Source: an optimization exercise on an open RTL-to-GDS flow (aim: small area). Production flows keep margins and buffers that such runs may drop.
Where RTL was checked, it was by simulation tests only, not by an equivalence proof against the original.
Only the layout flow was run in run 3; the RTL was not checked for function there.
No activity file was given, so power comes from the tool's default toggle rates.

`design.v`:
```
package decode_cycle_pkg;
  localparam int XLEN  = 32;
  localparam int NREGS = 32;
  localparam logic [6:0] OP_R   = 7'b0110011;
  localparam logic [6:0] OP_I   = 7'b0010011;
  localparam logic [6:0] OP_LW  = 7'b0000011;
  localparam logic [6:0] OP_SW  = 7'b0100011;
  localparam logic [6:0] OP_BEQ = 7'b1100011;
  localparam logic [6:0] OP_JAL = 7'b1101111;
  typedef enum logic [2:0] {
    ALU_ADD = 3'b000,
    ALU_SUB = 3'b001,
    ALU_AND = 3'b010,
    ALU_OR  = 3'b011,
    ALU_SLT = 3'b101
  } alu_ctrl_e;
  typedef enum logic [1:0] {
    RES_ALU = 2'b00,
    RES_MEM = 2'b01,
    RES_PC4 = 2'b10
  } result_src_e;
  typedef enum logic [2:0] {
    IMM_NONE,
    IMM_I,
    IMM_S,
    IMM_B,
    IMM_J
  } imm_src_e;
  typedef struct packed {
    logic        reg_write;
    result_src_e result_src;
    logic        mem_write;
    logic        jump;
    logic        branch;
    alu_ctrl_e   alu_control;
    logic        alu_src;
  } ctrl_t;
  typedef struct packed {
    ctrl_t             ctrl;
    logic [XLEN-1:0]   rd1;
    logic [XLEN-1:0]   rd2;
    logic [XLEN-1:0]   imm;
    logic [4:0]        rs1;
    logic [4:0]        rs2;
    logic [4:0]        rd;
    logic [XLEN-1:0]   pc;
    logic [XLEN-1:0]   pc_plus4;
  } idex_t;
endpackage
module decode_cycle_rf_aoi3
(
  input  logic [2:0] s,
  input  logic [2:0] d,
  output logic       y_n
);
  assign y_n = ~|(s & d);
endmodule
module decode_cycle_rf_rdbit
(
  input  logic [30:0] sel,
  input  logic [30:0] d,
  output logic        y
);
  logic [10:0] g_n;
  for (genvar k = 0; k < 10; k++) begin : g_grp
    decode_cycle_rf_aoi3 u_aoi (
      .s   (sel[3*k +: 3]),
      .d   (d[3*k +: 3]),
      .y_n (g_n[k])
    );
  end
  assign g_n[10] = ~(sel[30] & d[30]);
  assign y = ~&g_n;
endmodule
module decode_cycle
(
  input  logic        clk,
  input  logic        rst,
  input  logic [31:0] InstrD,
  input  logic [31:0] PCD,
  input  logic [31:0] PCPlus4D,
  input  logic        FlushE,
  input  logic        RegWriteW,
  input  logic [4:0]  RdW,
  input  logic [31:0] ResultW,
  output logic        RegWriteE,
  output logic [1:0]  ResultSrcE,
  output logic        MemWriteE,
  output logic        JumpE,
  output logic        BranchE,
  output logic [2:0]  ALUControlE,
  output logic        ALUSrcE,
  output logic [31:0] RD1E,
  output logic [31:0] RD2E,
  output logic [31:0] ImmExtE,
  output logic [4:0]  Rs1E,
  output logic [4:0]  Rs2E,
  output logic [4:0]  RdE,
  output logic [31:0] PCE,
  output logic [31:0] PCPlus4E
);
  localparam int XLEN = decode_cycle_pkg::XLEN;
  localparam int N    = decode_cycle_pkg::NREGS - 1;
  logic [31:0]     instr;
  logic [6:0]      opcode;
  logic [4:0]      rs1;
  logic [4:0]      rs2;
  logic [4:0]      rd;
  decode_cycle_pkg::ctrl_t     ctrl;
  decode_cycle_pkg::imm_src_e  imm_src;
  decode_cycle_pkg::alu_ctrl_e alu_r;
  decode_cycle_pkg::alu_ctrl_e alu_i;
  logic [XLEN-1:0] imm;
  decode_cycle_pkg::ctrl_t     ctrl_q;
  logic            imm_sign_q;   
  logic [2:0]      imm_14_12_q;
  logic            imm_11_q;
  logic [5:0]      imm_10_5_q;
  logic            imm_i_fmt;
  logic            imm_sb_fmt;
  logic [4:0]      rs1_q;
  logic [4:0]      rs2_q;
  logic [4:0]      rd_q;
  logic [XLEN-1:0] pc_q;
  logic [XLEN-1:0] pc_plus4_q;
  logic [XLEN-1:0] regs [0:N-1];   
  logic [N-1:0]    valid;
  logic [N-1:0]    wsel;
  logic [N-1:0]    sel1;
  logic [N-1:0]    sel2;
  assign instr  = InstrD;
  assign opcode = instr[6:0];
  assign rd     = instr[11:7];
  assign rs1    = instr[19:15];
  assign rs2    = instr[24:20];
  always_comb begin
    case (instr[14:12])
      3'b000:  alu_i = decode_cycle_pkg::ALU_ADD;
      3'b010:  alu_i = decode_cycle_pkg::ALU_SLT;
      3'b110:  alu_i = decode_cycle_pkg::ALU_OR;
      3'b111:  alu_i = decode_cycle_pkg::ALU_AND;
      default: alu_i = decode_cycle_pkg::ALU_ADD;
    endcase
    alu_r = (instr[14:12] == 3'b000 && instr[30]) ? decode_cycle_pkg::ALU_SUB : alu_i;
  end
  always_comb begin
    ctrl    = '0;
    imm_src = decode_cycle_pkg::IMM_NONE;
    case (opcode)
      decode_cycle_pkg::OP_R: begin
        ctrl.reg_write   = 1'b1;
        ctrl.alu_control = alu_r;
      end
      decode_cycle_pkg::OP_I: begin
        ctrl.reg_write   = 1'b1;
        ctrl.alu_src     = 1'b1;
        ctrl.alu_control = alu_i;
        imm_src          = decode_cycle_pkg::IMM_I;
      end
      decode_cycle_pkg::OP_LW: begin
        ctrl.reg_write  = 1'b1;
        ctrl.result_src = decode_cycle_pkg::RES_MEM;
        ctrl.alu_src    = 1'b1;
        imm_src         = decode_cycle_pkg::IMM_I;
      end
      decode_cycle_pkg::OP_SW: begin
        ctrl.mem_write = 1'b1;
        ctrl.alu_src   = 1'b1;
        imm_src        = decode_cycle_pkg::IMM_S;
      end
      decode_cycle_pkg::OP_BEQ: begin
        ctrl.branch      = 1'b1;
        ctrl.alu_control = decode_cycle_pkg::ALU_SUB;
        imm_src          = decode_cycle_pkg::IMM_B;
      end
      decode_cycle_pkg::OP_JAL: begin
        ctrl.jump       = 1'b1;
        ctrl.reg_write  = 1'b1;
        ctrl.result_src = decode_cycle_pkg::RES_PC4;
        imm_src         = decode_cycle_pkg::IMM_J;
      end
      default: ;
    endcase
  end
  always_comb begin
    case (imm_src)
      decode_cycle_pkg::IMM_I:   imm = {{20{instr[31]}}, instr[31:20]};
      decode_cycle_pkg::IMM_S:   imm = {{20{instr[31]}}, instr[31:25], instr[11:7]};
      decode_cycle_pkg::IMM_B:   imm = {{19{instr[31]}}, instr[31], instr[7], instr[30:25], instr[11:8], 1'b0};
      decode_cycle_pkg::IMM_J:   imm = {{11{instr[31]}}, instr[31], instr[19:12], instr[20], instr[30:21], 1'b0};
      default: imm = '0;
    endcase
  end
  always_ff @(posedge clk or negedge rst) begin
    if (!rst) begin
      ctrl_q     <= '0;
      imm_sign_q  <= '0;
      imm_14_12_q <= '0;
      imm_11_q    <= '0;
      imm_10_5_q  <= '0;
      rs1_q      <= '0;
      rs2_q      <= '0;
      rd_q       <= '0;
      pc_q       <= '0;
      pc_plus4_q <= '0;
    end else if (FlushE) begin
      ctrl_q     <= '0;
      imm_sign_q  <= '0;
      imm_14_12_q <= '0;
      imm_11_q    <= '0;
      imm_10_5_q  <= '0;
      rs1_q      <= '0;
      rs2_q      <= '0;
      rd_q       <= '0;
      pc_q       <= '0;
      pc_plus4_q <= '0;
    end else begin
      ctrl_q     <= ctrl;
      imm_sign_q  <= imm[31];
      imm_14_12_q <= imm[14:12];
      imm_11_q    <= imm[11];
      imm_10_5_q  <= imm[10:5];
      rs1_q      <= rs1;
      rs2_q      <= rs2;
      rd_q       <= rd;
      pc_q       <= PCD;
      pc_plus4_q <= PCPlus4D;
    end
  end
  always_comb begin
    for (int i = 0; i < N; i++) begin
      wsel[i] = RegWriteW && (RdW == 5'(i + 1));
      sel1[i] = valid[i] && (rs1_q == 5'(i + 1));
      sel2[i] = valid[i] && (rs2_q == 5'(i + 1));
    end
  end
  always_ff @(posedge clk or negedge rst) begin
    if (!rst) valid <= '0;
    else      valid <= valid | wsel;
  end
  always_ff @(posedge clk) begin
    for (int i = 0; i < N; i++)
      if (wsel[i]) regs[i] <= ResultW;
  end
  for (genvar b = 0; b < XLEN; b++) begin : g_rd
    logic [N-1:0] col;
    for (genvar i = 0; i < N; i++) begin : g_col
      assign col[i] = regs[i][b];
    end
    decode_cycle_rf_rdbit u_rd1 (.sel(sel1), .d(col), .y(RD1E[b]));
    decode_cycle_rf_rdbit u_rd2 (.sel(sel2), .d(col), .y(RD2E[b]));
  end
  assign RegWriteE   = ctrl_q.reg_write;
  assign ResultSrcE  = ctrl_q.result_src;
  assign MemWriteE   = ctrl_q.mem_write;
  assign JumpE       = ctrl_q.jump;
  assign BranchE     = ctrl_q.branch;
  assign ALUControlE = ctrl_q.alu_control;
  assign ALUSrcE     = ctrl_q.alu_src;
  assign imm_i_fmt  = ctrl_q.alu_src & ~ctrl_q.mem_write;
  assign imm_sb_fmt = ctrl_q.mem_write | ctrl_q.branch;
  assign ImmExtE[31:20] = {12{imm_sign_q}};
  assign ImmExtE[19:15] = ctrl_q.jump ? rs1_q : {5{imm_sign_q}};
  assign ImmExtE[14:12] = imm_14_12_q;
  assign ImmExtE[11]    = imm_11_q;
  assign ImmExtE[10:5]  = imm_10_5_q;
  assign ImmExtE[4:1]   = imm_sb_fmt ? rd_q[4:1]
                        : (imm_i_fmt | ctrl_q.jump) ? rs2_q[4:1] : 4'd0;
  assign ImmExtE[0]     = imm_i_fmt ? rs2_q[0] : ctrl_q.mem_write & rd_q[0];
  assign Rs1E        = rs1_q;
  assign Rs2E        = rs2_q;
  assign RdE         = rd_q;
  assign PCE         = pc_q;
  assign PCPlus4E    = pc_plus4_q;
endmodule
```
`config.mk`:
```
export PLATFORM = sky130hd
export DESIGN_NAME = decode_cycle
export DESIGN_NICKNAME = decode_cycle
export VERILOG_FILES = /design/flow/design.v
export SDC_FILE = /design/flow/constraint.sdc
export NUM_CORES = 4
export LEC_CHECK = 0
export CAP_MARGIN = 20
export CORE_MARGIN = 2
export CORE_UTILIZATION = 50
export CTS_BUF_LIST = sky130_fd_sc_hd__clkbuf_8
export CTS_CLUSTER_DIAMETER = 80
export CTS_CLUSTER_SIZE = 16
export SETUP_SLACK_MARGIN = 0.2
export SLEW_MARGIN = 20
export SYNTH_HIERARCHICAL = 1
```
`run.sh`:
```
#!/bin/bash
# synth_recipe.tcl (not shown) runs the flow's synth.tcl, then flattens the netlist and writes it again
# the make line also repeats each setting of config.mk as NAME=value (left out here)
make -C /OpenROAD-flow-scripts/flow DESIGN_CONFIG=/design/flow/config.mk WORK_HOME=/design/flow/orfs CLKGATE_MAP_FILE= SYNTH_SCRIPT=/design/flow/synth_recipe.tcl finish
```
`constraint.sdc`:
```
create_clock -name core_clock -period 5.0 [get_ports {clk}]
set_input_delay 1.0000 -clock core_clock [delete_from_list [all_inputs] [get_ports {clk}]]
set_output_delay 1.0000 -clock core_clock [all_outputs]
set_load 0.01 [all_outputs]
```
==> notes.md, run 1 <==
sequential element share of the synthesized area roughly three quarters; highest metal used met5; CORE AREA around 86000 µm²; Crit-path slowest cell and3_4; die height 298 µm; CTS clk-pin slew, worst paths 0.11 ns; wire per inst 43.8 µm; Die W 298 µm; Worst Path Required ~4.0 ns; first-pass GRT wire length around 240000 µm; post-DP HPWL ~100000 µm; DRT Pass-1 Iters 14; reg2reg start valid[29]; peak supply drop 0.230 mV; clock latency on the worst-skew pair 0.77 ns; Overflow after GRT 0; TritonCTS clock tree yes; crit path DAT slightly below 4 ns; Main synth FF type edfxtp_1; relative slew slack 22.3%; R2R Setup Slk 3.92 ns; Via Count about 33000; Synthesized Nets roughly 2500; most frequent cells after synthesis edfxtp_1, a222oi_1, nand4_1; met3 WL post-DR 32700 µm; Min-Delay Path Class primary input to async pin; # rows about 110; Leak 0.0172 µW; Routability Congestion ~0.9; CTS Sinks between 1000 and 1500; sum of routed wire segments on met1 60500 µm; CP Max Fanout 30; Initial Util between 50% and 60%; dpl cell area 49400 µm²; critical-path cell list nor2_2 > and3_4 > buf_4 > a222oi_1 > nand4_1 > a2111o_1 > clkdlybuf4s50_1; layout cells sized above 1 roughly 14%; #FFs+latches synth 1122; clock buffer count from CTS 80; setup violators final 0; Min Hold Slack 0.304 ns; Total Wirelength 180000 µm; Pins Over Slew Limit 0; Hold Buf Count CTS 0; post-route ant nets 0; CTS root buf clkbuf_8; Critical Path Max Stage Delay 0.83 ns; DRT iter0 DRCs 7884; initial antenna violation count 19; global-route usage over all layers between 30% and 40%; status finished clean; post-synthesis cell type count 43; Vias/cell around 8.1; CTS max path bufs 3; Design Area, Final 51500 µm²; syn avg cell area about 18 µm²; pin slew with the least headroom to its limit approximately 1.2 ns; Power Density 318 nW/µm²; WL met2 75300 µm; worst flop-to-flop path endpoint valid[29]; port bufs 321; Post-Synthesis Cells around 2400; fin crit share 97.8%; Post-synth EDFFs between 900 and 1000; DIE AREA about 89000 µm²; FF-to-FF path depth 1; Worst Setup SP rs2_q[4]; Startpoint Class register; warning count from the yosys run 8; unrepaired setup endpoints after global routing yes; # H-tree levels 3; crit end category output port; Nets 3052; Final min period 4.89 ns; final setup TNS 0 ns; Final Power roughly 16000 µW; Peak Freq 205 MHz; Cell Area, Synth between 40000 and 50000 µm²; pin count of the biggest net entering global routing slightly above 100; biggest area consumer among synthesized cells edfxtp_1; area grow syn2layout 18.9%; vias in the first global route 32200; maxcap violations 0; top-count cell post-synth edfxtp_1; Final Hold Fails 0; io pins around 320; top-area cell type share of the netlist area 68.7%; final setup skew 0 ns; CP Class register to output port; DR DRC count 0; synth top area cells edfxtp_1, a222oi_1, dfrtp_1; Async S/R FF share, synth 11.6%
[worst max-delay path, delay by kind of cell (launching register included)]
kind                   cells  cell delay [ns]
buffers and inverters      2             0.82
and+or+nand+nor            3             1.52
AOI/OAI and AO/OA          2             0.27
DFF                        1             0.48
[where the power goes]
part | internal [µW] | switching, µW | total (µW)
registers | 10400 | 208 | 10600
logic | 544 | 807 | 1350
clock network | 1520 | 2910 | 4430
total | 12400 | 3920 | 16400
[per-module statistics from Yosys, one instance, submodules excluded]
module,cells inside,flip-flops and latches
decode_cycle,1477,1122
decode_cycle_rf_aoi3,1,0
decode_cycle_rf_rdbit,4,0
[sequential cells by signal, summed over array words and instances, names as in the netlist]
signal,count
ctrl_q,9
imm_10_5_q,6
imm_11_q,1
imm_14_12_q,3
imm_sign_q,1
pc_plus4_q,32
pc_q,32
rd_q,5
regs,992
rs1_q,5
rs2_q,5
valid,31
[logic make-up after synthesis]
logic type             Yosys count  synth area share [%]
AO/OA/AOI/OAI                  740                  17.1
buffers and inverters           44                 0.600
flip-flops                    1122                  76.2
AND/OR/NAND/NOR                467                  6.08
[cell usage in the layout (no fill, tap or decap), types with 57 or more instances in the layout]
cell / count
dfrtp_1: 122
a2111o_1: 64
edfxtp_1: 992
buf_4: 106
nand2_1: 84
a222oi_1: 640
and3_4: 57
nand4_1: 131
clkdlybuf4s50_1: 285
nor2b_1: 81
clkbuf_8: 83
[per-stage QoR]
step / utilization [%] / cells / setup slack (ns)
after floorplan: - / 2373 / 1.74
after global placement: 57.2 / 3929 / 0.681
after detailed placement: 57.2 / 3929 / 0.650
after CTS: 59.3 / 4074 / 0.140
after global routing: 59.7 / 4099 / 0.148
final: 59.7 / 4106 / 0.110
[routing by layer]
layer	global-route usage (%)	up-vias
met5	0	-
met2	56.0	3566
li1	-	12500
met3	15.3	655
met4	20.3	14
met1	51.4	16400
[repair_timing]
action | CTS | global route
endpoints found under the hold margin | 0 | 0
endpoints found under the setup margin | 64 | 56
gates resized for setup | 83 | 37
pin swaps | 34 | 52
setup buffers | 20 | 19
gates cloned | 17 | 3
[area by class of cell]
type	count	area [µm²]
diodes	10	25.0
clock buffers	83	1140
clock inverters	25	113
fillers	6412	34800
inverters	9	33.8
multi-input cells	1227	10800
flip-flops and latches	1122	33100
well taps	1155	1450
repair buffers	475	4900
[worst max-delay path by stage]
stage,slack [ns],cells after the start,end
after global routing,0.15,8,RD1E[19]
after detailed placement,0.65,7,RD1E[10]
final,0.11,7,RD2E[10]
after CTS,0.14,8,RD1E[10]
after global placement,0.68,7,RD1E[10]
after floorplan,1.74,3,regs[2][0]
==> run 2: changes to the inputs <==
==> flow/run.sh (new file) <==
#!/bin/bash
# Standard ORFS layout (the standard.sh), with two changes after the
# standard synthesis: port buffers are sky130_fd_sc_hd__buf_1 instead of the
# delay cell buffer_ports picks, and the clock tree uses clkbuf_8 clusters of
# up to 16 sinks without dummy loads.
set -uo pipefail
bash standard.sh synth > make_synth.log 2>&1 || exit 1
bash standard.sh \
  "BUFFER_PORTS_ARGS=-buffer_cell sky130_fd_sc_hd__buf_1" \
  "CTS_ARGS=-sink_clustering_enable -repair_clock_nets -dont_use_dummy_load -buf_list sky130_fd_sc_hd__clkbuf_8 -sink_clustering_size 16 -sink_clustering_max_diameter 80" \
  finish > make_finish.log 2>&1 || exit 1
==> standard.sh (new file) <==
#!/bin/bash
# synth_recipe.tcl (not shown) runs the flow's synth.tcl, then flattens the netlist and writes it again
# the make line also repeats each setting of config.mk as NAME=value (left out here)
make -C /OpenROAD-flow-scripts/flow DESIGN_CONFIG=/design/flow/config.mk WORK_HOME=/design/flow/orfs CLKGATE_MAP_FILE= SYNTH_SCRIPT=/design/flow/synth_recipe.tcl "${@:-finish}"
--- a/config.mk
+++ b/config.mk
@@ -8,9 +8,6 @@
 export CAP_MARGIN = 20
 export CORE_MARGIN = 2
-export CORE_UTILIZATION = 50
-export CTS_BUF_LIST = sky130_fd_sc_hd__clkbuf_8
-export CTS_CLUSTER_DIAMETER = 80
-export CTS_CLUSTER_SIZE = 16
-export SETUP_SLACK_MARGIN = 0.2
+export CORE_UTILIZATION = 55
+export SETUP_SLACK_MARGIN = 0.3
 export SLEW_MARGIN = 20
 export SYNTH_HIERARCHICAL = 1
removed: run.sh
==> notes.md, run 2 <==
clock buffer count from CTS 80 (unchanged); Cell Area, Synth 43400 µm² (unchanged); Peak Freq 210 MHz (+2.5%); fillers 5668 (-12%); commonest non-fill, non-tap cells in the layout edfxtp_1, a222oi_1, buf_1; Async S/R FF share, synth 11.6% (unchanged); Net Sw Power 3730 µW (-5.0%); Nets 2994 (-1.9%); switching share of power 23.5% (-0.49 points); vias in the first global route 32000 (-0.66%); status finished clean; post-DP HPWL 99100 µm (-2.4%); CP Max Fanout 15 (-50%); Post-Synthesis Cells 2373 (unchanged); relative slew slack 29.4% (+7.1 points); die height 285 µm (-4.6%); Biggest register regs; post-layout util 62.2% (+2.6 points); most frequent cells after synthesis edfxtp_1, a222oi_1, nand4_1; TritonCTS clock tree yes; Via Count 32500 (-1.7%); XOR/XNOR Fraction of Synth Area 0% (unchanged); final setup skew 0 ns (unchanged); Startpoint Class register; commonest non-fill, non-tap cell in the layout edfxtp_1; pin slew with the least headroom to its limit 1.06 ns (-0.106 ns); Routability Congestion 0.978 (+7.3%); post-route ant nets 0 (unchanged); crit-path leading delay family simple AND/OR/NAND/NOR gates; warning count from the yosys run 8 (unchanged); area grow syn2layout 11.6%; #FFs+latches synth 1122 (unchanged); peak supply drop 0.259 mV (+13%); Die W 285 µm (-4.6%); Min-Delay Path Class primary input to async pin; top-area cell type share of the netlist area 68.7% (unchanged); Top Registers regs x992, pc_plus4_q x32, pc_q x32; post-synthesis cell type count 43 (unchanged); critical-path cell list nor3b_1 > and3_4 > buf_4 > a222oi_1 > nand4_1 > a2111o_1 > buf_1; maxcap violations 0 (unchanged); CTS clk-pin slew, worst paths 0.11 ns (about the same); Final Hold Fails 0 (unchanged); Setup Slack @ Placement 0.987 ns (+0.337 ns); biggest area consumer among synthesized cells edfxtp_1; fin crit share 95.4% (-2.4 points); final setup TNS 0 ns (unchanged); Overflow after GRT 0 (unchanged); Vias/cell 8.32 (+3.3%); first-pass GRT wire length 236000 µm (-2.5%); synth top area cells edfxtp_1, a222oi_1, dfrtp_1; CTS max path bufs 3 (unchanged); top-count cell post-synth edfxtp_1; unrepaired setup endpoints after global routing yes; DR DRC count 0 (unchanged); largest family of logic cells by synthesized area compound AO/OA/AOI/OAI gates; crit path DAT 3.77 ns (-0.12 ns); CTS root buf clkbuf_8; syn avg cell area 18.3 µm² (unchanged); R2R Setup Slk 4.15 ns (+0.23 ns); mux cell area share after synthesis 0% (unchanged); Pins Over Slew Limit 0 (unchanged); wire per inst 43.7 µm (-0.34%); Internal Pwr Total 12100 µW (-2.4%); Final min period 4.77 ns (-0.119 ns); port bufs 321 (unchanged); Power Density 328 nW/µm² (+3.3%); io pins 322 (unchanged); Crit-path slowest cell nor3b_1; DRT Pass-1 Iters 14 (unchanged); pin count of the biggest net entering global routing 96 (-5.9%); # rows 102 (-5.6%); setup violators final 0 (unchanged); Total Wirelength 171000 µm (-5.2%); DIE AREA 81100 µm² (-9.0%); Worst Path Required 4.00 ns (about the same); crit end category output port; compound-gate portion of the synthesized area 17.1% (unchanged); max reg flops 992 (unchanged); global-route usage over all layers 41.4% (+2.4 points); initial antenna violation count 14 (-5); sequential element share of the synthesized area 76.2% (unchanged); post-synthesis adder-cell area fraction 0% (unchanged); DRT iter0 DRCs 9021 (+14%); Clk pwr share 26.8% (-0.3 points); Final Power 15900 µW (-3.0%); Post-synth EDFFs 992 (unchanged); Seq pwr share 66.2% (+1.5 points); layout cells sized above 1 11.7% (-2.4 points); CORE AREA 77700 µm² (-10%); CTS Sinks 1122 (unchanged); CP Class register to output port; setup ws final 0.229 ns (+0.119 ns); combinational share of power 7.0% (-1.3 points); Synth Area in Simple Gates 6.08% (unchanged); Leak 0.0157 µW (-8.8%); Main synth FF type edfxtp_1; Synthesized Nets 2510 (unchanged); Critical Path Max Stage Delay 0.61 ns (-0.22 ns); clock latency on the worst-skew pair 0.73 ns (-0.04 ns); Critical path buffers and inverters 2 (unchanged); Initial Util 55.8% (+5.6 points); Hold Buf Count CTS 0 (unchanged); Setup Buffers After CTS 0 (-100%); # H-tree levels 3 (unchanged)
## run 2: layer usage
metal,wire (µm),track usage (%)
met1,56600,54.7
met2,73900,61.2
met3,29100,13.8
met4,11000,22.2
met5,78,0
## run 2: stage by stage
stage / hold slack (ns) / instances / instance area, µm²
finish: 0.372 / 3907 / 48400
global route: 0.391 / 3897 / 48400
CTS: 0.355 / 3893 / 48200
detailed placement: 0.463 / 3813 / 47000
global placement: 0.468 / 3808 / 46900
floorplan: 0.446 / 2373 / 43400
## run 2: path summary, 6_finish.rpt
path / startpoint / endpoint / cells after the start
setup / recovery: rs2_q[1] / RD2E[30] / 7
hold / removal: rst / pc_q[22] / 1
setup reg to reg: valid[22] / valid[22] / 1
hold reg to reg: valid[28] / valid[28] / 1
max in group asynchronous: rst / pc_plus4_q[20] / 2
min in group core_clock: InstrD[28] / imm_10_5_q[3] / 3
## run 2: Yosys stat by module, one instance, submodules excluded
module / flops+latches / cells / copies in the design / cell area [µm²]
decode_cycle_rf_rdbit: 0 / 4 / 64 / 27.5
decode_cycle: 1122 / 1477 / 1 / 35200
decode_cycle_rf_aoi3: 0 / 1 / 640 / 10.0
## run 2: repair_timing
| action | CTS | global route |
|---|---|---|
| setup endpoints to repair | 25 | 50 |
| pin swaps | 3 | 3 |
| resized for setup | 14 | 33 |
## run 2: final cells by class
cell class / count / area, µm² / share of cell area, %
Multi-Input combinational cell: 1207 / 10500 / 21.7
Clock buffer: 80 / 1100 / 2.28
Inverter: 9 / 33.8 / 0.0698
Antenna cell: 12 / 30.0 / 0.0621
Sequential cell: 1122 / 33000 / 68.3
Tap cell: 1040 / 1300 / 2.69
Timing Repair Buffer: 437 / 2350 / 4.87
## run 2: power groups by stage
stage          registers (µW)  clock network, µW  logic [µW]
5_1_grt                 10500               4600        1150
6_report                10500               4260        1110
2_1_floorplan           10700                  0         436
3_3_place_gp            10700                  0        1040
4_1_cts                 10500               4280        1070
3_5_place_dp            10700                  0        1070
## run 2: kinds of logic after synthesis
kind of cell / count (synthesis)
AND/OR/NAND/NOR: 467
buffers and inverters: 44
AO/OA/AOI/OAI: 740
flip-flops: 1122
==> run 3: changes to the inputs <==
--- a/design.v
+++ b/design.v
@@ -113,10 +113,5 @@
   logic [XLEN-1:0] imm;
   decode_cycle_pkg::ctrl_t     ctrl_q;
-  logic            imm_sign_q;   
-  logic [2:0]      imm_14_12_q;
-  logic            imm_11_q;
-  logic [5:0]      imm_10_5_q;
-  logic            imm_i_fmt;
-  logic            imm_sb_fmt;
+  logic [XLEN-1:0] imm_q;
   logic [4:0]      rs1_q;
   logic [4:0]      rs2_q;
@@ -195,8 +190,5 @@
     if (!rst) begin
       ctrl_q     <= '0;
-      imm_sign_q  <= '0;
-      imm_14_12_q <= '0;
-      imm_11_q    <= '0;
-      imm_10_5_q  <= '0;
+      imm_q      <= '0;
       rs1_q      <= '0;
       rs2_q      <= '0;
@@ -206,8 +198,5 @@
     end else if (FlushE) begin
       ctrl_q     <= '0;
-      imm_sign_q  <= '0;
-      imm_14_12_q <= '0;
-      imm_11_q    <= '0;
-      imm_10_5_q  <= '0;
+      imm_q      <= '0;
       rs1_q      <= '0;
       rs2_q      <= '0;
@@ -217,8 +206,5 @@
     end else begin
       ctrl_q     <= ctrl;
-      imm_sign_q  <= imm[31];
-      imm_14_12_q <= imm[14:12];
-      imm_11_q    <= imm[11];
-      imm_10_5_q  <= imm[10:5];
+      imm_q      <= imm;
       rs1_q      <= rs1;
       rs2_q      <= rs2;
@@ -258,14 +244,5 @@
   assign ALUControlE = ctrl_q.alu_control;
   assign ALUSrcE     = ctrl_q.alu_src;
-  assign imm_i_fmt  = ctrl_q.alu_src & ~ctrl_q.mem_write;
-  assign imm_sb_fmt = ctrl_q.mem_write | ctrl_q.branch;
-  assign ImmExtE[31:20] = {12{imm_sign_q}};
-  assign ImmExtE[19:15] = ctrl_q.jump ? rs1_q : {5{imm_sign_q}};
-  assign ImmExtE[14:12] = imm_14_12_q;
-  assign ImmExtE[11]    = imm_11_q;
-  assign ImmExtE[10:5]  = imm_10_5_q;
-  assign ImmExtE[4:1]   = imm_sb_fmt ? rd_q[4:1]
-                        : (imm_i_fmt | ctrl_q.jump) ? rs2_q[4:1] : 4'd0;
-  assign ImmExtE[0]     = imm_i_fmt ? rs2_q[0] : ctrl_q.mem_write & rd_q[0];
+  assign ImmExtE     = imm_q;
   assign Rs1E        = rs1_q;
   assign Rs2E        = rs2_q;
==> run.sh (new file) <==
#!/bin/bash
# synth_recipe.tcl (not shown) runs the flow's synth.tcl, then flattens the netlist and writes it again
# the make line also repeats each setting of config.mk as NAME=value (left out here)
make -C /OpenROAD-flow-scripts/flow DESIGN_CONFIG=/design/flow/config.mk WORK_HOME=/design/flow/orfs CLKGATE_MAP_FILE= SYNTH_SCRIPT=/design/flow/synth_recipe.tcl finish
--- a/config.mk
+++ b/config.mk
@@ -8,6 +8,5 @@
 export CAP_MARGIN = 20
 export CORE_MARGIN = 2
-export CORE_UTILIZATION = 55
-export SETUP_SLACK_MARGIN = 0.3
+export CORE_UTILIZATION = 45
 export SLEW_MARGIN = 20
 export SYNTH_HIERARCHICAL = 1
removed: flow/run.sh
removed: standard.sh
==> notes.md, run 3 <==
Worst Path Required 4.00 ns (about the same); # H-tree levels 3 (unchanged); commonest non-fill, non-tap cell in the layout edfxtp_1; die height 316 µm (+11%); pin slew with the least headroom to its limit 1.22 ns (+0.167 ns); setup violators final 3 (+3); top-area cell type share of the netlist area 68.1% (-0.55 points); wire per inst 41.0 µm (-6.1%); Power Density 387 nW/µm² (+18%); Via Count 32400 (-0.52%); #FFs+latches synth 1132 (+0.89%); Total Wirelength 175000 µm (+2.6%); global-route usage over all layers 34.5% (-6.9 points); TritonCTS clock tree yes; Top Registers regs x992, pc_plus4_q x32, pc_q x32; Fail Reasons negative setup slack; DRT Pass-1 Iters 13 (-1); unrepaired setup endpoints after global routing yes; Post-synth EDFFs 992 (unchanged); fillers 7587 (+34%); Min-Delay Path Class primary input to async pin; max reg flops 992 (unchanged); sequential element share of the synthesized area 76.2% (about the same); relative slew slack 18.5% (-11 points); CTS clk-pin slew, worst paths 0.06 ns (-0.05 ns); Startpoint Class register; fin crit share 101% (+5.3 points); biggest area consumer among synthesized cells edfxtp_1; CTS max path bufs 3 (unchanged); maxcap violations 0 (unchanged); CP Max Fanout 32 (+17); top-count cell post-synth edfxtp_1; area grow syn2layout 22.4%; synth top area cells edfxtp_1, a222oi_1, dfrtp_1; first-pass GRT wire length 240000 µm (+1.5%); clock buffer count from CTS 115 (+44%); Nets 3031 (+1.2%); Cell Area, Synth 43700 µm² (+0.81%); DRT iter0 DRCs 8411 (-6.8%); layout cells sized above 1 13.6% (+1.9 points); Synthesized Nets 2527 (+0.68%); clock latency on the worst-skew pair 0.70 ns (-0.03 ns); Setup Buffers After CTS 0 (unchanged); post-DP HPWL 103000 µm (+4.4%); initial antenna violation count 14 (unchanged); commonest non-fill, non-tap cells in the layout edfxtp_1, a222oi_1, clkdlybuf4s50_1; DIE AREA 99600 µm² (+23%); CTS Sinks 1132 (+0.89%); post-synthesis cell type count 40 (-7.0%); Main synth FF type edfxtp_1; Peak Freq 199 MHz (-5.2%); final setup skew 0 ns (unchanged); Post-Synthesis Cells 2390 (+0.72%); Setup Slack @ Placement 0.506 ns (-0.481 ns); # rows 114 (+12%); pin count of the biggest net entering global routing 95 (-1.0%); Pins Over Slew Limit 0 (unchanged); io pins 322 (unchanged); DR DRC count 0 (unchanged); Final min period 5.04 ns (+0.264 ns); peak supply drop 0.290 mV (+12%); status complete, but fails checks; Die W 316 µm (+11%); syn avg cell area 18.3 µm² (about the same); post-layout util 55.5% (-6.8 points); Async S/R FF share, synth 12.4% (+0.78 points); most frequent cells after synthesis edfxtp_1, a222oi_1, dfrtp_1; warning count from the yosys run 8 (unchanged); Initial Util 45.3% (-10 points); crit path DAT 4.04 ns (+0.27 ns); Overflow after GRT 0 (unchanged); port bufs 321 (unchanged); CORE AREA 96400 µm² (+24%); Vias/cell 7.58 (-9.0%); Hold Buf Count CTS 0 (unchanged); Routability Congestion 0.901 (-7.9%); CTS root buf clkbuf_16; Leak 0.0178 µW (+14%); setup ws final -0.0351 ns (-0.264 ns); CP Class register to output port; post-route ant nets 0 (unchanged); vias in the first global route 32000 (+0.078%); crit end category output port; Final Hold Fails 0 (unchanged); Biggest register regs
==> run 3: power by group <==
group / leakage [µW] / switching, µW / total, µW / internal, µW
Clock: 0.00188 / 3680 / 8800 / 5120
Sequential: 0.0107 / 116 / 10600 / 10500
Combinational: 0.00521 / 792 / 1320 / 530
==> run 3: through the flow <==
stage               cell area (µm²)  power [µW]  TNS (ns)  std cells  hold slack (ns)
global route                  53500       21200    -0.129       4271            0.399
CTS                           53500       20800  -0.00436       4266            0.372
global placement              49600       12100         0       4053            0.464
finish                        53500       20700   -0.0872       4271            0.329
floorplan                     43700       11200         0       2390            0.446
detailed placement            49600       12100         0       4053            0.463
==> run 3: logic make-up after synthesis <==
logic type,Yosys count,share of synthesized area (%)
DFF,1132,76.2
AOI/OAI and AO/OA,748,17.2
and+or+nand+nor,463,6.01
buffers and inverters,47,0.584
==> run 3: final timing paths <==
check                           slack [ns]  cells after the start              to      start
worst max-delay path                 -0.04                      7        RD2E[31]   rs2_q[4]
worst min-delay path                  0.33                      1  pc_plus4_q[22]        rst
worst max register to register        4.15                      1       valid[26]  valid[26]
worst min register to register        0.49                      1       valid[21]  valid[21]
max in group asynchronous             3.60                      2        pc_q[17]        rst
min in group core_clock               0.49                      1       valid[21]  valid[21]
==> run 3: per-module statistics from Yosys (local to each module, per instance) <==
| module | flip-flops and latches | copies in the design |
|---|---|---|
| decode_cycle | 1132 | 1 |
| decode_cycle_rf_rdbit | 0 | 64 |
| decode_cycle_rf_aoi3 | 0 | 640 |
==> run 3: cell type report <==
| type | instances | area, µm² | area share (%) |
|---|---|---|---|
| sequential | 1132 | 33300 | 62.2 |
| multi-input combinational | 1211 | 10600 | 19.8 |
| timing repair buffer | 421 | 4110 | 7.69 |
| clock buffer | 142 | 3110 | 5.81 |
| tap | 1276 | 1600 | 2.98 |
| clock inverter | 71 | 742 | 1.39 |
| inverter | 13 | 48.8 | 0.0912 |
| antenna | 5 | 12.5 | 0.0234 |
==> run 3: timing repair <==
action | in CTS | in global routing
gates resized for setup | 22 | 22
setup endpoints to repair | 48 | 57
pin swaps | 3 | 9
==> run 3: critical path, cell delays in order (launching register included) <==
cell and delay (ns):
dfrtp_1 0.43, nor2b_1 0.23, nor2b_1 0.20, and3_4 0.42
a222oi_1 0.60, nand4_1 0.41, a2111o_1 0.47, clkdlybuf4s50_1 0.51
==> run 3: routing by layer <==
metal	vias to the layer above	global-route usage (%)	part of all wire, %
li1	12500	-	-
met1	16100	44.1	34
met2	3188	51.3	44
met3	544	13.2	17
met4	2	17.8	5.9
met5	-	0	0.011
==> run 4: changes to the inputs <==
--- a/design.v
+++ b/design.v
@@ -112,6 +112,16 @@
   decode_cycle_pkg::alu_ctrl_e alu_i;
   logic [XLEN-1:0] imm;
-  decode_cycle_pkg::ctrl_t     ctrl_q;
-  logic [XLEN-1:0] imm_q;
+  logic            rw_q;
+  logic [2:0]      aluc_q;
+  logic            alu_src_q;
+  logic            ctl_y_q;
+  logic            fmt_j;
+  logic            fmt_s;
+  logic            imm_sign_q;   
+  logic [2:0]      imm_14_12_q;
+  logic            imm_11_q;
+  logic [5:0]      imm_10_5_q;
+  logic            imm_i_fmt;
+  logic            imm_sb_fmt;
   logic [4:0]      rs1_q;
   logic [4:0]      rs2_q;
@@ -189,6 +199,12 @@
   always_ff @(posedge clk or negedge rst) begin
     if (!rst) begin
-      ctrl_q     <= '0;
-      imm_q      <= '0;
+      rw_q       <= '0;
+      aluc_q     <= '0;
+      alu_src_q  <= '0;
+      ctl_y_q    <= '0;
+      imm_sign_q  <= '0;
+      imm_14_12_q <= '0;
+      imm_11_q    <= '0;
+      imm_10_5_q  <= '0;
       rs1_q      <= '0;
       rs2_q      <= '0;
@@ -197,6 +213,12 @@
       pc_plus4_q <= '0;
     end else if (FlushE) begin
-      ctrl_q     <= '0;
-      imm_q      <= '0;
+      rw_q       <= '0;
+      aluc_q     <= '0;
+      alu_src_q  <= '0;
+      ctl_y_q    <= '0;
+      imm_sign_q  <= '0;
+      imm_14_12_q <= '0;
+      imm_11_q    <= '0;
+      imm_10_5_q  <= '0;
       rs1_q      <= '0;
       rs2_q      <= '0;
@@ -205,6 +227,12 @@
       pc_plus4_q <= '0;
     end else begin
-      ctrl_q     <= ctrl;
-      imm_q      <= imm;
+      rw_q       <= ctrl.reg_write;
+      aluc_q     <= ctrl.alu_control;
+      alu_src_q  <= ctrl.alu_src;
+      ctl_y_q    <= ctrl.result_src[0] | ctrl.jump;
+      imm_sign_q  <= imm[31];
+      imm_14_12_q <= imm[14:12];
+      imm_11_q    <= imm[11];
+      imm_10_5_q  <= imm[10:5];
       rs1_q      <= rs1;
       rs2_q      <= rs2;
@@ -237,12 +265,23 @@
     decode_cycle_rf_rdbit u_rd2 (.sel(sel2), .d(col), .y(RD2E[b]));
   end
-  assign RegWriteE   = ctrl_q.reg_write;
-  assign ResultSrcE  = ctrl_q.result_src;
-  assign MemWriteE   = ctrl_q.mem_write;
-  assign JumpE       = ctrl_q.jump;
-  assign BranchE     = ctrl_q.branch;
-  assign ALUControlE = ctrl_q.alu_control;
-  assign ALUSrcE     = ctrl_q.alu_src;
-  assign ImmExtE     = imm_q;
+  assign fmt_j       = ctl_y_q & ~alu_src_q;
+  assign fmt_s       = alu_src_q & ~rw_q;
+  assign RegWriteE   = rw_q;
+  assign ResultSrcE  = {fmt_j, ctl_y_q & alu_src_q};
+  assign MemWriteE   = fmt_s;
+  assign JumpE       = fmt_j;
+  assign BranchE     = aluc_q[0] & ~rw_q;
+  assign ALUControlE = aluc_q;
+  assign ALUSrcE     = alu_src_q;
+  assign imm_i_fmt  = alu_src_q & rw_q;
+  assign imm_sb_fmt = MemWriteE | BranchE;
+  assign ImmExtE[31:20] = {12{imm_sign_q}};
+  assign ImmExtE[19:15] = fmt_j ? rs1_q : {5{imm_sign_q}};
+  assign ImmExtE[14:12] = imm_14_12_q;
+  assign ImmExtE[11]    = imm_11_q;
+  assign ImmExtE[10:5]  = imm_10_5_q;
+  assign ImmExtE[4:1]   = imm_sb_fmt ? rd_q[4:1]
+                        : (imm_i_fmt | fmt_j) ? rs2_q[4:1] : 4'd0;
+  assign ImmExtE[0]     = imm_i_fmt ? rs2_q[0] : fmt_s & rd_q[0];
   assign Rs1E        = rs1_q;
   assign Rs2E        = rs2_q;
==> flow/run.sh (new file) <==
#!/bin/bash
# Standard ORFS layout (the standard.sh), with two changes after the
# standard synthesis: port buffers are sky130_fd_sc_hd__buf_1 instead of the
# delay cell buffer_ports picks, and the clock tree uses clkbuf_8 clusters of
# up to 14 sinks without dummy loads.
set -uo pipefail
bash standard.sh synth > make_synth.log 2>&1 || exit 1
bash standard.sh \
  "BUFFER_PORTS_ARGS=-buffer_cell sky130_fd_sc_hd__buf_1" \
  "CTS_ARGS=-sink_clustering_enable -repair_clock_nets -dont_use_dummy_load -buf_list sky130_fd_sc_hd__clkbuf_8 -sink_clustering_size 14 -sink_clustering_max_diameter 70" \
  finish > make_finish.log 2>&1 || exit 1
==> standard.sh (new file) <==
#!/bin/bash
# synth_recipe.tcl (not shown) runs the flow's synth.tcl, then flattens the netlist and writes it again
# the make line also repeats each setting of config.mk as NAME=value (left out here)
make -C /OpenROAD-flow-scripts/flow DESIGN_CONFIG=/design/flow/config.mk WORK_HOME=/design/flow/orfs CLKGATE_MAP_FILE= SYNTH_SCRIPT=/design/flow/synth_recipe.tcl "${@:-finish}"
--- a/config.mk
+++ b/config.mk
@@ -8,5 +8,6 @@
 export CAP_MARGIN = 20
 export CORE_MARGIN = 2
-export CORE_UTILIZATION = 45
+export CORE_UTILIZATION = 55
+export SETUP_SLACK_MARGIN = 0.3
 export SLEW_MARGIN = 20
 export SYNTH_HIERARCHICAL = 1
removed: run.sh
==> notes.md, run 4 <==
Synthesized Nets 2509 (-0.71%); Final Hold Fails 0 (unchanged); Peak Freq 211 MHz (+6.3%); pin count of the biggest net entering global routing 72 (-24%); warning count from the yosys run 8 (unchanged); CTS Sinks 1119 (-1.1%); most frequent cells after synthesis edfxtp_1, a222oi_1, nand4_1; CP Max Fanout 10 (-69%); Biggest register regs; syn avg cell area 18.3 µm² (-0.16%); commonest non-fill, non-tap cells in the layout edfxtp_1, a222oi_1, buf_1; layout cells sized above 1 12.5% (-1.1 points); Design Area, Final 48500 µm² (-9.3%); crit path DAT 3.74 ns (-0.30 ns); Async S/R FF share, synth 11.3% (-1.0 points); maxcap violations 0 (unchanged); Via Count 32200 (-0.35%); DIE AREA 81000 µm² (-19%); TritonCTS clock tree yes; Final min period 4.74 ns (-0.296 ns); mux cell area share after synthesis 0.0231% (+0.023 points); Synth Area in Simple Gates 6.08% (+0.067 points); DRT Pass-1 Iters 13 (unchanged); clock buffer count from CTS 89 (-23%); top-area cell type share of the netlist area 68.8% (+0.63 points); Cell Area, Synth 43300 µm² (-0.92%); post-DP HPWL 103000 µm (-0.12%); final setup TNS 0 ns (+0.0872 ns); final setup skew 0 ns (unchanged); post-route ant nets 0 (unchanged); CP Class register to output port; Overflow after GRT 0 (unchanged); top-count cell post-synth edfxtp_1; post-synthesis cell type count 44 (+10%); fin crit share 94.8% (-5.9 points); XOR/XNOR Fraction of Synth Area 0% (unchanged); setup violators final 0 (-3); CORE AREA 77700 µm² (-19%); Startpoint Class register; status finished clean; vias in the first global route 31800 (-0.84%); global-route usage over all layers 41.0% (+6.5 points); worst flop-to-flop path endpoint valid[28]; biggest area consumer among synthesized cells edfxtp_1; port bufs 321 (unchanged); unrepaired setup endpoints after global routing yes; CTS clk-pin slew, worst paths 0.09 ns (+0.03 ns); DRT iter0 DRCs 8632 (+2.6%); sequential element share of the synthesized area 76.1% (about the same); CTS root buf clkbuf_8; Die W 285 µm (-9.8%); Initial Util 55.7% (+10 points); die height 285 µm (-9.8%); largest family of logic cells by synthesized area compound AO/OA/AOI/OAI gates; switching share of power 23.4% (+1.2 points); Leak 0.0159 µW (-11%); # rows 102 (-11%); area grow syn2layout 12.0%; crit path to RD1E[15]; Vias/cell 8.22 (+8.5%); pin slew with the least headroom to its limit 1.25 ns (+0.0285 ns); R2R Setup Slk 4.15 ns (about the same); clock latency on the worst-skew pair 0.70 ns (about the same); Worst Setup SP rs1_q[3]; Post-synth EDFFs 992 (unchanged); Min-Delay Path Class primary input to async pin; Power Density 330 nW/µm² (-15%); combinational share of power 6.8% (+0.4 points); peak supply drop 0.239 mV (-17%); initial antenna violation count 12 (-2); relative slew slack 16.5% (-1.9 points); reg2reg start valid[28]; FF-to-FF path depth 1 (unchanged); Pins Over Slew Limit 0 (unchanged); commonest non-fill, non-tap cell in the layout edfxtp_1; Net Sw Power 3740 µW (-19%); Top Registers regs x992, pc_plus4_q x32, pc_q x32; Routability Congestion 0.946 (+5.1%); Post-Synthesis Cells 2372 (-0.75%); crit end category output port; max reg flops 992 (unchanged); io pins 322 (unchanged); post-synthesis adder-cell area fraction 0% (unchanged); CTS max path bufs 3 (unchanged); Setup Buffers After CTS 0 (unchanged); synth top area cells edfxtp_1, a222oi_1, dfrtp_1; Hold Buf Count CTS 0 (unchanged); first-pass GRT wire length 232000 µm (-3.3%); DR DRC count 0 (unchanged); Internal Pwr Total 12300 µW (-24%); Main synth FF type edfxtp_1; dpl cell area 47100 µm² (-4.9%); Worst Path Required 4.00 ns (about the same); # H-tree levels 3 (unchanged); Seq pwr share 65.4% (+14 points); Nets 3015 (-0.53%); compound-gate portion of the synthesized area 17.2% (-0.046 points); Total Wirelength 169000 µm (-3.6%); wire per inst 43.0 µm (+5.0%); Clk pwr share 27.7% (-15 points); #FFs+latches synth 1119 (-1.1%)
==> run 4: worst min path at each step <==
stage	from	end	slack [ns]	cells after the start
after floorplan	valid[10]	valid[10]	0.45	1
after global placement	valid[28]	valid[28]	0.48	1
after detailed placement	valid[2]	valid[2]	0.48	1
after CTS	rst	pc_plus4_q[28]	0.36	1
after global routing	rst	pc_plus4_q[29]	0.41	1
final	rst	pc_plus4_q[29]	0.36	1
==> run 4: timing repair <==
action / 4_1_cts / 5_1_grt
setup endpoints to repair: 13 / 29
endpoints found under the hold margin: 0 / 0
pin swaps: 0 / 3
gates resized for setup: 2 / 26
==> run 4: kinds of logic (layout without fill, tap and decap cells) <==
group | count (synthesis) | after routing
AO/OA/AOI/OAI | 745 | 745
buffers and inverters | 47 | 551
flip-flops | 1119 | 1119
multiplexers | 1 | 1
other | 0 | 7
AND/OR/NAND/NOR | 460 | 460
==> run 4: per-layer routing <==
layer,wire [µm],track usage [%]
met4,9620,20.8
met3,31100,14.8
met5,24,0.536
met2,71800,58.9
met1,56200,55.2
==> run 4: layout make-up <==
cell class,count,area [µm²]
Antenna cell,7,17.5
Tap cell,1040,1300
Inverter,8,30.0
Multi-Input combinational cell,1206,10500
Fill cell,5716,29200
Timing Repair Buffer,454,2470
Clock buffer,89,1220
Sequential cell,1119,33000
==> run 4: worst max-delay path, stage by stage, from the launching register on <==
cell	delay (ns)
dfrtp_1	0.51
and3b_1	0.28
and3_1	0.34
buf_4	0.24
buf_4	0.19
a222oi_1	0.59
nand4_1	0.33
a2111o_1	0.39
buf_1	0.16
==> run 4: per-stage QoR <==
step / hold WS (ns) / cells / utilization, % / total power [µW] / worst slack (ns)
floorplan: 0.446 / 2372 / - / 11100 / 1.74
finish: 0.361 / 3923 / 62.4 / 16000 / 0.261
global route: 0.408 / 3920 / 62.4 / 16400 / 0.226
CTS: 0.355 / 3916 / 62.2 / 16000 / 0.307
detailed placement: 0.477 / 3827 / 60.7 / 11700 / 1.05
global placement: 0.481 / 3826 / 60.6 / 11700 / 1.11
==> run 4: power groups by stage <==
stage / combinational (µW) / clock (µW) / sequential, µW
3_5_place_dp: 1060 / 0 / 10700
2_1_floorplan: 437 / 0 / 10600
6_report: 1100 / 4440 / 10500
4_1_cts: 1060 / 4450 / 10500
3_3_place_gp: 1040 / 0 / 10700
5_1_grt: 1140 / 4780 / 10500
==> run 4: Yosys stat by module, one instance, submodules excluded <==
module,cell area [µm²],flops+latches,cells,times used
decode_cycle,35100,1119,1476,1
decode_cycle_rf_aoi3,10.0,0,1,640
decode_cycle_rf_rdbit,27.5,0,4,64
==> run 5: changes to the inputs <==
==> flow/run.sh (replaced) <==
#!/bin/bash
# Standard ORFS layout (the standard.sh), with two changes after the
# standard synthesis: port buffers are sky130_fd_sc_hd__buf_1 instead of the
# delay cell buffer_ports picks, and the clock tree uses clkbuf_8 clusters of
# up to 16 sinks without dummy loads.
set -uo pipefail
bash standard.sh synth > make_synth.log 2>&1 || exit 1
bash standard.sh \
  "BUFFER_PORTS_ARGS=-buffer_cell sky130_fd_sc_hd__buf_1" \
  "CTS_ARGS=-sink_clustering_enable -repair_clock_nets -dont_use_dummy_load -buf_list sky130_fd_sc_hd__clkbuf_8 -sink_clustering_size 16 -sink_clustering_max_diameter 80" \
  finish > make_finish.log 2>&1 || exit 1
--- a/config.mk
+++ b/config.mk
@@ -8,6 +8,7 @@
 export CAP_MARGIN = 20
 export CORE_MARGIN = 2
-export CORE_UTILIZATION = 55
-export SETUP_SLACK_MARGIN = 0.3
+export CORE_UTILIZATION = 50
+export PLACE_DENSITY = 0.75
+export SETUP_SLACK_MARGIN = 0.2
 export SLEW_MARGIN = 20
 export SYNTH_HIERARCHICAL = 1
==> notes.md, run 5 <==
reg2reg start valid[25]; final setup TNS 0 ns (unchanged); Routability Congestion 0.944 (-0.23%); TritonCTS clock tree yes; Min Hold Slack 0.291 ns (-0.0696 ns); pin slew with the least headroom to its limit 1.34 ns (+0.0859 ns); commonest non-fill, non-tap cell in the layout edfxtp_1; fin crit share 96.8% (+2.0 points); relative slew slack 10.8% (-5.7 points); # rows 107 (+4.9%); DR DRC count 0 (unchanged); initial antenna violation count 13 (+1); Post-Synthesis Cells 2372 (unchanged); Leak 0.0157 µW (-1.2%); setup violators final 0 (unchanged); CP Class register to output port; critical-path cell list nor2b_1 > and3_2 > buf_4 > a222oi_1 > nand4_1 > a2111o_1 > buf_1; DRT Pass-1 Iters 15 (+2); Hold Buf Count CTS 0 (unchanged); Crit-path slowest cell and3_2; CTS root buf clkbuf_8; die height 298 µm (+4.8%); wire per inst 41.0 µm (-4.7%); CP Depth 7 (-1); maxcap violations 0 (unchanged); post-route ant nets 0 (unchanged); warning count from the yosys run 8 (unchanged); worst flop-to-flop path endpoint valid[25]; DRT iter0 DRCs 9175 (+6.3%); crit end category output port; status finished clean; area grow syn2layout 11.2%; CORE AREA 85500 µm² (+10%); Top Registers regs x992, pc_plus4_q x32, pc_q x32; first-pass GRT wire length 227000 µm (-1.9%); Peak Freq 207 MHz (-2.1%); commonest non-fill, non-tap cells in the layout edfxtp_1, a222oi_1, buf_1; final setup skew 0 ns (unchanged); CTS max path bufs 3 (unchanged); dpl cell area 46900 µm² (-0.45%); crit path DAT 3.84 ns (+0.10 ns); Via Count 32800 (+1.6%); biggest area consumer among synthesized cells edfxtp_1; post-DP HPWL 97200 µm (-5.9%); most frequent cells after synthesis edfxtp_1, a222oi_1, nand4_1; Vias/cell 8.19 (-0.30%); port bufs 321 (unchanged); layout cells sized above 1 10.8% (-1.7 points); Initial Util 50.6% (-5.1 points); Async S/R FF share, synth 11.3% (unchanged); fillers 6417 (+12%); Overflow after GRT 0 (unchanged); Worst Setup SP rs1_q[1]; syn avg cell area 18.3 µm² (unchanged); top-count cell post-synth edfxtp_1; Final Hold Fails 0 (unchanged); sequential element share of the synthesized area 76.1% (unchanged); R2R Setup Slk 4.16 ns (about the same); CTS Sinks 1119 (unchanged); Critical path buffers and inverters 2 (-1); pin count of the biggest net entering global routing 50 (-31%); post-synthesis cell type count 44 (unchanged); max reg flops 992 (unchanged); Nets 2982 (-1.1%); clock buffer count from CTS 79 (-11%); Main synth FF type edfxtp_1; global-route usage over all layers 35.9% (-5.1 points); Synthesized Nets 2509 (unchanged); vias in the first global route 31800 (-0.0031%); Worst Path Required 4.00 ns (about the same); Design Area, Final 48200 µm² (-0.68%); io pins 322 (unchanged); Pins Over Slew Limit 0 (unchanged); Biggest register regs; Cell Area, Synth 43300 µm² (unchanged); synth top area cells edfxtp_1, a222oi_1, dfrtp_1; # H-tree levels 3 (unchanged); Post-synth EDFFs 992 (unchanged); #FFs+latches synth 1119 (unchanged); Final min period 4.84 ns (+0.102 ns); clock latency on the worst-skew pair 0.72 ns (+0.02 ns); crit-path leading delay family simple AND/OR/NAND/NOR gates; crit path to RD1E[18]; top-area cell type share of the netlist area 68.8% (unchanged); FF-to-FF path depth 1 (unchanged); CP Max Fanout 15 (+5); DIE AREA 89000 µm² (+9.9%); unrepaired setup endpoints after global routing yes; peak supply drop 0.203 mV (-15%); Total Wirelength 164000 µm (-2.9%); Min-Delay Path Class primary input to async pin; Startpoint Class register; Critical Path Max Stage Delay 0.79 ns (+0.20 ns); Die W 298 µm (+4.8%); Power Density 327 nW/µm² (-0.81%); CTS clk-pin slew, worst paths 0.11 ns (+0.02 ns)
==> run 5: cells by family after synthesis <==
kind of cell,after synthesis,share of synthesized area (%)
DFF,1119,76.1
AOI/OAI and AO/OA,745,17.2
and+or+nand+nor,460,6.08
buffers and inverters,47,0.586
muxes,1,0.0231
==> run 5: modules after synthesis (local to each module, per instance) <==
module | times used | cell area [µm²] | flops+latches
decode_cycle_rf_rdbit | 64 | 27.5 | 0
decode_cycle | 1 | 35100 | 1119
decode_cycle_rf_aoi3 | 640 | 10.0 | 0
==> run 5: where the power goes <==
group,leakage (µW),internal (µW),switching (µW)
logic,0.00457,321,786
clock network,0.000568,1420,2770
registers,0.0105,10400,119
total,0.0157,12100,3670
==> run 5: how the worst min path moves through the flow <==
stage,startpoint,end,slack [ns],depth (start not counted)
after floorplan,valid[10],valid[10],0.45,1
after detailed placement,valid[21],valid[21],0.47,1
after CTS,rst,pc_q[5],0.28,1
final,rst,pc_q[5],0.29,1
after global placement,valid[18],valid[18],0.47,1
after global routing,rst,pc_plus4_q[21],0.31,1
==> run 5: final cells by class <==
cell class                 count  area (µm²)  share of cell area, %
inverter                       8        30.0                 0.0623
timing repair buffer         431        2210                   4.59
clock buffer                  79        1090                   2.26
sequential                  1119       33000                   68.4
antenna                       12        30.0                 0.0623
tap                         1144        1430                   2.97
multi-input combinational   1206       10400                   21.6
==> run 5: routing by layer <==
metal,vias to the layer above,global-route usage (%),part of all wire [%],routed length (µm)
met2,3928,53.4,43,70600
met1,15700,44.7,30,48700
met5,-,0,0.013,22
met4,4,21.1,7.6,12400
li1,12200,-,-,-
met3,863,13.9,20,32100
==> run 5: repair_timing <==
action / 4_1_cts / 5_1_grt
gates resized for setup: 1 / 17
endpoints found under the setup margin: 1 / 41
pin swaps: 0 / 1
endpoints found under the hold margin: 0 / 0
setup buffers: 0 / 0
==> run 5: per-stage QoR <==
step                total power (µW)  cells  setup WS, ns  util [%]
floorplan                      11100   2372          1.74         -
global placement               11700   3905          1.03      54.8
detailed placement             11700   3906          1.01      54.9
CTS                            15700   3985         0.205      56.1
global route                   16100   3993         0.196      56.3
finish                         15800   3999         0.159      56.3
==> run 6: changes to the inputs <==
--- a/config.mk
+++ b/config.mk
@@ -8,6 +8,5 @@
 export CAP_MARGIN = 20
 export CORE_MARGIN = 2
-export CORE_UTILIZATION = 50
-export PLACE_DENSITY = 0.75
+export CORE_UTILIZATION = 60
 export SETUP_SLACK_MARGIN = 0.2
 export SLEW_MARGIN = 20
==> notes.md, run 6 <==
unrepaired setup endpoints after global routing no; CORE AREA 71500 µm² (-16%); dpl cell area 46800 µm² (-0.39%); Post-Synthesis Cells 2372 (unchanged); relative slew slack 9.91% (-0.91 points); commonest non-fill, non-tap cells in the layout edfxtp_1, a222oi_1, buf_1; Routability Congestion 0.978 (+3.6%); R2R Setup Slk 4.15 ns (about the same); crit path to RD2E[24]; Power Density 328 nW/µm² (+0.16%); Leak 0.0158 µW (+0.45%); top-count cell post-synth edfxtp_1; Min Hold Slack 0.334 ns (+0.0423 ns); top-area cell type share of the netlist area 68.8% (unchanged); Async S/R FF share, synth 11.3% (unchanged); Net Sw Power 3620 µW (-1.5%); peak supply drop 0.239 mV (+18%); CTS Sinks 1119 (unchanged); Internal Pwr Total 12100 µW (about the same); die height 273 µm (-8.6%); Design Area, Final 47900 µm² (-0.52%); #FFs+latches synth 1119 (unchanged); CTS root buf clkbuf_8; commonest non-fill, non-tap cell in the layout edfxtp_1; global-route usage over all layers 42.8% (+6.9 points); reg2reg start valid[18]; DR DRC count 0 (unchanged); final setup skew 0 ns (unchanged); Nets 2987 (+0.17%); Startpoint Class register; CTS clk-pin slew, worst paths 0.11 ns (about the same); vias in the first global route 31900 (+0.52%); port bufs 321 (unchanged); combinational share of power 6.7% (-0.3 points); Via Count 32600 (-0.38%); wire per inst 42.5 µm (+3.8%); area grow syn2layout 10.7%; maxcap violations 0 (unchanged); Pins Over Slew Limit 0 (unchanged); Post-synth EDFFs 992 (unchanged); Final Power 15700 µW (-0.36%); clock buffer count from CTS 79 (unchanged); CP Max Fanout 21 (+6); post-synthesis cell type count 44 (unchanged); Peak Freq 207 MHz (+0.33%); status finished clean; Cell Area, Synth 43300 µm² (unchanged); Vias/cell 8.58 (+4.7%); biggest area consumer among synthesized cells edfxtp_1; sequential element share of the synthesized area 76.1% (unchanged); crit end category output port; layout cells sized above 1 10.6% (-0.19 points); most frequent cells after synthesis edfxtp_1, a222oi_1, nand4_1; TritonCTS clock tree yes; max reg flops 992 (unchanged); DIE AREA 74300 µm² (-16%); switching share of power 23.0% (-0.26 points); synth top area cells edfxtp_1, a222oi_1, dfrtp_1; Synthesized Nets 2509 (unchanged); # H-tree levels 3 (unchanged); initial antenna violation count 8 (-5); clock latency on the worst-skew pair 0.72 ns (about the same); Min-Delay Path Class primary input to async pin; Initial Util 60.6% (+10 points); Total Wirelength 162000 µm (-1.3%); Final Hold Fails 0 (unchanged); Worst Path Required 4.00 ns (about the same); Finished Layout Cells 3805 (-4.9%); Die W 273 µm (-8.6%); pin slew with the least headroom to its limit 1.35 ns (+0.0137 ns); post-DP HPWL 96100 µm (-1.2%); warning count from the yosys run 8 (unchanged); first-pass GRT wire length 224000 µm (-1.6%); fin crit share 96.5% (-0.32 points); pin count of the biggest net entering global routing 66 (+32%); Main synth FF type edfxtp_1; placed cells 3717 (-4.8%); final setup TNS 0 ns (unchanged); crit path DAT 3.82 ns (-0.02 ns); Hold Buf Count CTS 0 (unchanged); DRT Pass-1 Iters 15 (unchanged); Seq pwr share 66.7% (+0.3 points); FF-to-FF path depth 1 (unchanged); Overflow after GRT 0 (unchanged); post-route ant nets 0 (unchanged); CTS max path bufs 3 (unchanged); DRT iter0 DRCs 8976 (-2.2%); syn avg cell area 18.3 µm² (unchanged); # rows 98 (-8.4%); Top Registers regs x992, pc_plus4_q x32, pc_q x32; CP Class register to output port; Final min period 4.82 ns (-0.0161 ns); setup violators final 0 (unchanged); Biggest register regs; io pins 322 (unchanged); worst flop-to-flop path endpoint valid[18]; Clk pwr share 26.6% (about the same); Worst Setup SP rs2_q[2]
[run 6: cell counts after synthesis]
Identical to the previous run, type by type.
[run 6: logic make-up (layout without fill, tap and decap cells)]
group	count (synthesis)	after routing	share of synthesized area, %
multiplexers	1	1	0.0231
AND/OR/NAND/NOR	460	460	6.08
other	0	7	0
buffers and inverters	47	523	0.586
flip-flops	1119	1119	76.1
AO/OA/AOI/OAI	745	745	17.2
[run 6: cell type report]
class	count	area, µm²
Inverter	8	30.0
Clock buffer	79	1090
Fill cell	4924	23600
Tap cell	950	1190
Multi-Input combinational cell	1206	10400
Sequential cell	1119	33000
Timing Repair Buffer	436	2280
Antenna cell	7	17.5
[run 6: through the flow]
stage	util (%)	setup WS, ns
global route	67.0	0.209
global placement	65.4	1.01
detailed placement	65.4	0.925
floorplan	-	1.74
finish	67.0	0.175
CTS	66.9	0.224
[run 6: how the worst min path moves through the flow]
stage / start / to / slack, ns / depth (start not counted)
final: rst / imm_10_5_q[5] / 0.33 / 1
after global routing: rst / imm_10_5_q[5] / 0.37 / 1
after CTS: rst / imm_10_5_q[5] / 0.33 / 1
after detailed placement: valid[28] / valid[28] / 0.48 / 1
after global placement: valid[28] / valid[28] / 0.49 / 1
after floorplan: valid[10] / valid[10] / 0.45 / 1
[run 6: repair_timing]
| item | in CTS | in global routing |
|---|---|---|
| resized for setup | 4 | 6 |
| endpoints found under the setup margin | 7 | 32 |
| buffers inserted | 0 | 0 |
[run 6: power by group through the flow]
stage	clock, µW	sequential (µW)	combinational (µW)
6_report	4180	10500	1060
3_5_place_dp	0	10700	1010
5_1_grt	4480	10500	1090
2_1_floorplan	0	10600	437
3_3_place_gp	0	10700	986
4_1_cts	4170	10500	1010
[run 6: critical path, stage by stage (launching register included)]
cell and delay, ns:
dfrtp_1 0.52, nor3b_1 0.57, and3_2 0.91, buf_4 0.41, a222oi_1 0.11, nand4_1 0.25
a2111o_1 0.16, buf_1 0.17
[run 6: layer usage]
layer  part of all wire (%)  global-route usage [%]
met1                     33                    57.8
met2                     41                    59.4
met3                     19                    17.9
met4                    6.3                    22.9
met5                  0.082                    1.16
[run 6: per-module statistics from Yosys, one instance, submodules excluded]
| module | area (µm²) | cells |
|---|---|---|
| decode_cycle | 35100 | 1476 |
| decode_cycle_rf_rdbit | 27.5 | 4 |
| decode_cycle_rf_aoi3 | 10.0 | 1 |
==> run 7: changes to the inputs <==
--- a/config.mk
+++ b/config.mk
@@ -9,4 +9,5 @@
 export CORE_MARGIN = 2
 export CORE_UTILIZATION = 60
+export PLACE_DENSITY = 0.8
 export SETUP_SLACK_MARGIN = 0.2
 export SLEW_MARGIN = 20
==> notes.md, run 7 <==
status finished clean; #FFs+latches synth 1119 (unchanged); Final min period 4.86 ns (+0.0399 ns); commonest non-fill, non-tap cell in the layout edfxtp_1; Biggest register regs; biggest area consumer among synthesized cells edfxtp_1; DRT iter0 DRCs 8861 (-1.3%); Overflow after GRT 0 (unchanged); Post-Synthesis Cells 2372 (unchanged); CP Class register to output port; crit path DAT 3.86 ns (+0.04 ns); Final Power 15700 µW (+0.15%); port bufs 321 (unchanged); Peak Freq 206 MHz (-0.82%); final setup TNS 0 ns (unchanged); Min Hold Slack 0.352 ns (+0.0183 ns); Vias/cell 8.51 (-0.86%); CTS root buf clkbuf_8; relative slew slack 11.0% (+1.1 points); clock latency on the worst-skew pair 0.69 ns (-0.03 ns); layout cells sized above 1 11.3% (+0.71 points); fin crit share 97.3% (+0.80 points); DRT Pass-1 Iters 14 (-1); Synthesized Nets 2509 (unchanged); commonest non-fill, non-tap cells in the layout edfxtp_1, a222oi_1, buf_1; post-synthesis cell type count 44 (unchanged); Die W 273 µm (unchanged); Min-Delay Path Class primary input to async pin; CP Max Fanout 27 (+29%); Initial Util 60.6% (unchanged); DR DRC count 0 (unchanged); syn avg cell area 18.3 µm² (unchanged); synth top area cells edfxtp_1, a222oi_1, dfrtp_1; CTS clk-pin slew, worst paths 0.11 ns (about the same); placed cells 3723 (+0.16%); TritonCTS clock tree yes; final setup skew 0 ns (unchanged); Power Density 328 nW/µm² (about the same); sequential element share of the synthesized area 76.1% (unchanged); unrepaired setup endpoints after global routing yes; Pins Over Slew Limit 0 (unchanged); pin count of the biggest net entering global routing 72 (+9.1%); area grow syn2layout 10.8%; crit end category output port; Worst Path Required 4.00 ns (about the same); Finished Layout Cells 3816 (+0.29%); Setup Buffers After CTS 0 (unchanged); peak supply drop 0.222 mV (-7.1%); max reg flops 992 (unchanged); Leak 0.0158 µW (about the same); top-area cell type share of the netlist area 68.8% (unchanged); CTS max path bufs 3 (unchanged); # rows 98 (unchanged); Cell Area, Synth 43300 µm² (unchanged); vias in the first global route 32000 (+0.20%); most frequent cells after synthesis edfxtp_1, a222oi_1, nand4_1; clock buffer count from CTS 80 (+1.3%); Nets 2993 (+0.20%); maxcap violations 0 (unchanged); first-pass GRT wire length 220000 µm (-1.5%); post-DP HPWL 94600 µm (-1.5%); initial antenna violation count 18 (+10); Async S/R FF share, synth 11.3% (unchanged); Startpoint Class register; Main synth FF type edfxtp_1; top-count cell post-synth edfxtp_1; DIE AREA 74300 µm² (unchanged); global-route usage over all layers 41.9% (-0.95 points); Via Count 32500 (-0.57%); Routability Congestion 0.955 (-2.4%); Total Wirelength 158000 µm (-2.3%); Post-synth EDFFs 992 (unchanged); CORE AREA 71500 µm² (unchanged); CTS Sinks 1119 (unchanged); Top Registers regs x992, pc_plus4_q x32, pc_q x32; Final Hold Fails 0 (unchanged); Design Area, Final 48000 µm² (+0.13%); dpl cell area 46800 µm² (about the same); warning count from the yosys run 8 (unchanged); die height 273 µm (unchanged); wire per inst 41.4 µm (-2.6%); post-route ant nets 0 (unchanged); setup violators final 0 (unchanged); pin slew with the least headroom to its limit 1.33 ns (-0.0164 ns); # H-tree levels 3 (unchanged); io pins 322 (unchanged)
==> run 7: cell count changes in the layout (fill, tap and decap cells not counted), sizes merged <==
cell and change:
buf +2, diode +5, clkbuf +4
==> run 7: worst max-delay path, stage by stage, from the launching register on <==
cell and delay [ns]:
dfrtp_1 0.49, nor3b_1 0.54, and3_2 0.98, a222oi_1 0.28, nand4_1 0.28, a2111o_1 0.19, buf_1 0.33
==> run 7: final timing paths <==
path / slack [ns] / cells after the start / startpoint / end
min in group core_clock: 0.46 / 3 / InstrD[26] / imm_10_5_q[1]
hold / removal: 0.35 / 1 / rst / pc_q[30]
setup reg to reg: 4.14 / 1 / valid[28] / valid[28]
hold reg to reg: 0.49 / 1 / valid[22] / valid[22]
max in group asynchronous: 3.73 / 2 / rst / pc_plus4_q[3]
setup / recovery: 0.14 / 6 / rs2_q[1] / RD2E[1]
==> run 7: final cells by class <==
type | instances | area [µm²]
flip-flops and latches | 1119 | 33000
inverters | 8 | 30.0
clock buffers | 80 | 1100
diodes | 12 | 30.0
multi-input cells | 1206 | 10400
well taps | 950 | 1190
repair buffers | 441 | 2270
fillers | 4694 | 23500
==> run 7: cell families after synthesis <==
| group | synth area share [%] |
|---|---|
| and+or+nand+nor | 6.08 |
| buffers and inverters | 0.586 |
| muxes | 0.0231 |
| DFF | 76.1 |
| AOI/OAI and AO/OA | 17.2 |
==> run 7: modules after synthesis, one instance, submodules excluded <==
module / copies in the design / flops+latches
decode_cycle_rf_aoi3: 640 / 0
decode_cycle: 1 / 1119
decode_cycle_rf_rdbit: 64 / 0
==> run 7: stage by stage <==
stage | util, % | setup WS [ns]
final | 67.1 | 0.135
after global routing | 67.1 | 0.179
after CTS | 67.0 | 0.211
after detailed placement | 65.4 | 1.01
after global placement | 65.4 | 1.12
after floorplan | - | 1.74
==> run 7: metal layers <==
metal  global-route usage [%]  share of wire (%)  up-vias
li1                         -                  -    12300
met4                     26.2                8.3       10
met5                        0              0.044        -
met1                     50.0                 28    15300
met3                     19.0                 21      854
met2                     62.2                 43     4047
==> run 7: repair_timing <==
action | 4_1_cts | 5_1_grt
setup endpoints to repair | 0 | 24
resized for setup | 0 | 10
hold buffers | 0 | 0
==> run 7: power breakdown <==
part | switching, µW | total, µW | internal [µW]
sequential | 120 | 10500 | 10400
combinational | 757 | 1070 | 317
clock | 2750 | 4190 | 1440
total | 3630 | 15700 | 12100

Check on run 7: ideal ports give 0.135 ns setup slack; a clkbuf_16 on the clock port and buf_2 on the inputs give 0.067 ns; moving port delays by the midpoint clock arrival (0.772 ns) as well gives 0.839 ns.
